Context: an optimization exercise on an open-source flow, tuned for small area. The choices shown serve that exercise and are no tape-out recipe.
The RTL was checked by simulation tests, not by an equivalence proof against the original design.
Power and IR drop assume default switching activity.

Setup of run 5:
## nn_accel
module nn_accel (
    input  logic         clk_i,
    input  logic         rst_i,
    input  logic         cmd_strobe_i,
    input  logic [31:0]  cmd_addr_i,
    output logic         mem_req_strobe_o,
    output logic         mem_req_rw_o,
    output logic [31:0]  mem_req_addr_o,
    output logic [31:0]  mem_req_wdata_o,
    input  logic         mem_rsp_ready_i,
    input  logic [127:0] mem_rsp_line_i,
    output logic         done_o,
    output logic [31:0]  class_o
);
Settings: LEC_CHECK=0, CAP_MARGIN=10, CORE_MARGIN=2, CORE_UTILIZATION=55, PLACE_DENSITY=0.75, SLEW_MARGIN=10; clock period 12.0 ns.
standard.sh (not shown) runs the stock make flow with config.mk's settings and CLKGATE_MAP_FILE= SYNTH_SCRIPT=/design/flow/synth_recipe.tcl, a recipe that flattens the netlist after the stock synthesis.
==> flow/flow/run.sh <==
#!/bin/bash
# The standard layout, with two changes:
#  - synthesis maps the logic with an area-oriented ABC script (flow/area.abc);
#    every other synthesis step, and so every register, is the standard one
#  - the ports are buffered with the smallest buffer cell
#  - the clock tree uses fewer, larger register clusters
#  - one tie cell drives all the constant outputs
set -euo pipefail
here=$(pwd)
cat > "$here/synth_area.tcl" <<EOT
proc synth {args} { yosys synth -nofsm -noshare {*}\$args }
proc abc {args} {
  set i [lsearch \$args -script]
  set args [lreplace \$args [expr {\$i + 1}] [expr {\$i + 1}] $here/flow/area.abc]
  yosys abc {*}\$args
}
EOT
# the rest is the standard flow's own synthesis script, unchanged
tail -n +2 "$here/synth_recipe.tcl" >> "$here/synth_area.tcl"
export BUFFER_PORTS_ARGS="-buffer_cell sky130_fd_sc_hd__buf_1"
# a few large clusters of registers per clock buffer, no dummy loads
export CTS_ARGS="-sink_clustering_enable -repair_clock_nets -sink_clustering_size 16 -sink_clustering_max_diameter 60 -buf_list sky130_fd_sc_hd__clkbuf_8 -dont_use_dummy_load"
bash standard.sh "SYNTH_SCRIPT=$here/synth_area.tcl" SKIP_REPAIR_TIE_FANOUT=1 finish > "$here/flow_make.log" 2>&1
==> flow/flow/area.abc <==
strash
&get -n
&deepsyn -T 150
&put
dc2
dch -f
amap
strash
dch -f
amap -A 10 -F 4
Run 5 has completed all stages; timing, DRC and antenna checks passed.
What run 1 does differently from run 5 at the input level:
-- flow/design.v --
<<< run 5, line 102
    always_comb begin
        case (st_q)
            S_SIZE, S_HDR, S_WRD, S_WR: need = 1'b1;
            S_STEP: need = rd_mode;
            S_AMAX: need = !skip_cmp;
>>> run 1, line 102
    always_comb begin
        case (st_q)
            S_SIZE, S_WRD, S_WR: need = 1'b1;
            S_HDR:  need = !lo_q;
            S_STEP: need = rd_mode;
            S_AMAX: need = !skip_cmp;
<<< run 5, line 112
    assign skip_lo = cap && !rd_mode && !xbit;
    assign mac_end = (kk_q == 6'd48) && !lo_q && !hi_q;
    assign ld      = ((st_q == S_WRD) || (st_q == S_AMAX)) && rdy;
    assign cmp_end = (st_q == S_ACMP) && mac_end;
    assign adv     = ((st_q == S_WR) && rdy && !last_l) ||
                     ((st_q == S_AMAX) && skip_cmp) || cmp_end;
    logic [29:0] base;
    logic        use_sp;
>>> run 1, line 113
    assign skip_lo = cap && !rd_mode && !xbit;
    assign mac_end = (kk_q == 6'd48) && !lo_q && !hi_q;
    assign ld      = ((st_q == S_WRD) || (st_q == S_AMAX) || (st_q == S_HDR)) && rdy;
    assign cmp_end = (st_q == S_ACMP) && mac_end;
    assign adv     = ((st_q == S_WR) && rdy && !last_l) ||
                     ((st_q == S_AMAX) && skip_cmp) || cmp_end;
    logic [1:0]  wsel;
    logic [31:0] ws;           
    logic [29:0] base;
    logic        use_sp;
<<< run 5, line 130
            S_IDLE: base = {cmd_addr_i[31:4], 2'b00};    
            S_SIZE: off_b = 7'd4;
            S_WRD:  begin base = wp_q; cin = wait_q; end
            S_STEP: off_b = ii_q;
>>> run 1, line 133
            S_IDLE: base = {cmd_addr_i[31:4], 2'b00};    
            S_SIZE: off_b = 7'd4;
            S_HDR:  if (lo_q) base = w_q[31:2]; else off_b = ii_q;
            S_WRD:  begin base = wp_q; cin = wait_q; end
            S_STEP: off_b = ii_q;
<<< run 5, line 165
        sum[6:0] = lo[6:0];
    end
    logic [1:0]  wsel;
    logic [31:0] ws;           
    logic        xbit;
    assign wsel = (st_q == S_WRD) ? wp_q[1:0] : sum[1:0];
>>> run 1, line 169
        sum[6:0] = lo[6:0];
    end
    logic        xbit;
    assign wsel = (st_q == S_WRD) ? wp_q[1:0] : sum[1:0];
<<< run 5, line 223
        end else begin
            done_q <= 1'b0;
            lo_q   <= cap && !skip_lo;
            hi_q   <= lo_q || skip_lo;
            if (mem_req_strobe_o) begin
>>> run 1, line 225
        end else begin
            done_q <= 1'b0;
            lo_q   <= (cap && !skip_lo) || (st_q == S_HDR && rdy);
            hi_q   <= lo_q || skip_lo;
            if (mem_req_strobe_o) begin
<<< run 5, line 233
                S_IDLE: if (cmd_strobe_i) st_q <= S_SIZE;
                S_SIZE: if (rdy) st_q <= S_HDR;
                S_HDR:  if (rdy) st_q <= S_WRD;
                S_WRD:  if (rdy) st_q <= S_STEP;
                S_STEP: if (mac_end) st_q <= bias ? S_WR : S_WRD;
>>> run 1, line 235
                S_IDLE: if (cmd_strobe_i) st_q <= S_SIZE;
                S_SIZE: if (rdy) st_q <= S_HDR;
                S_HDR:  if (lo_q && !ii_q[0]) st_q <= S_WRD;
                S_WRD:  if (rdy) st_q <= S_STEP;
                S_STEP: if (mac_end) st_q <= bias ? S_WR : S_WRD;
<<< run 5, line 259
            s2_q <= mem_rsp_line_i[69:64];
            s3_q <= mem_rsp_line_i[101:96];
        end
        if (st_q == S_HDR && rdy) begin
            nb_q <= mem_rsp_line_i[31:2];
            wp_q <= mem_rsp_line_i[63:34];
            nl_q <= {mem_rsp_line_i[66], mem_rsp_line_i[64]};
            ii_q <= 7'd0;
            jj_q <= 6'd0;
>>> run 1, line 261
            s2_q <= mem_rsp_line_i[69:64];
            s3_q <= mem_rsp_line_i[101:96];
            ii_q <= 7'd1;
        end
        if (st_q == S_HDR && rdy) begin
            nl_q <= {mem_rsp_line_i[66], mem_rsp_line_i[64]};
        end
        if (st_q == S_HDR && lo_q) begin
            if (ii_q[0]) begin
                wp_q <= sum;
            end else begin
                nb_q <= sum;
            end
            ii_q <= 7'd0;
            jj_q <= 6'd0;
<<< run 5, line 297
            ii_q <= ii_q + 7'd1;
        end
        if (st_q == S_AMAX && jj_q == 6'd0) begin
            bi_q <= 6'd0;
        end
        if (cmp_end && !r_q[47] && (r_q[47:16] != 32'd0)) begin
            bi_q <= jj_q;                                     
        end
        if (adv) begin
>>> run 1, line 305
            ii_q <= ii_q + 7'd1;
        end
        if ((st_q == S_AMAX && jj_q == 6'd0) ||
            (cmp_end && !r_q[47] && (r_q[47:16] != 32'd0))) begin
            bi_q <= jj_q;
        end
        if (adv) begin
Notes after the runs:
Diff run 5 -> run 1 | total length of routed wires | down by a little under 10%. When run 1 is measured against run 5, its net count after synthesis turns out about 1.5% lower. Relative to run 5, final cycle utilization of the critical path decreased by 1.3 points in run 1. Logic gate share of total power: run 1 > run 5. Total power in run 1 is about 70% higher than in run 5. Comparing routed length on met3 for run 5 and run 1, the smaller number came from run 1. Summary — gate count of the mapped netlist, run 1 relative to run 5: lower, by about 1.8%. Cmp run 5 and run 1 / share of power burned in the clock network / lower: run 1. Run 5 → run 1: cell depth of the worst hold path has remained practically unchanged; largest clock skew in the final design lower; highest clock frequency the design can meet higher. In the reports for run 5 and run 1, the larger largest stage delay on the critical path belongs to run 1.

==> separate check: timing with driven ports <==
No port has a modelled driver above. Below, the same layouts with a new extraction and two added sets of constraints.
Step 1: set_driving_cell puts a clkbuf_16 on clk_i and a buf_2 on each other input, an assumption about the parent block.
Step 2 times the ports against the registers' clock, not the clock port: input delays grow and output delays shrink by t, the midpoint of the rising clock arrivals with the driver on.
Slacks: ideal / step 1 / step 2; pairs: ideal / step 1.
run | t (ns) | slack for setup (ns) | worst hold slack (ns) | worst setup path at the end | pins driven straight from the clock port
run 5 | 0.534 | 0.247 / 0.210 / 0.210 | 0.401 / 0.401 / 0.401 | input to output | 1
run 1 | 0.536 | 0.399 / 0.375 / 0.375 | 0.426 / 0.426 / 0.426 | input to output | 1
After both steps setup and hold are still met in every run listed. For run 5, which loses most, drivers alone change the setup slack by -0.037 ns; drivers and shift together by -0.037 ns.
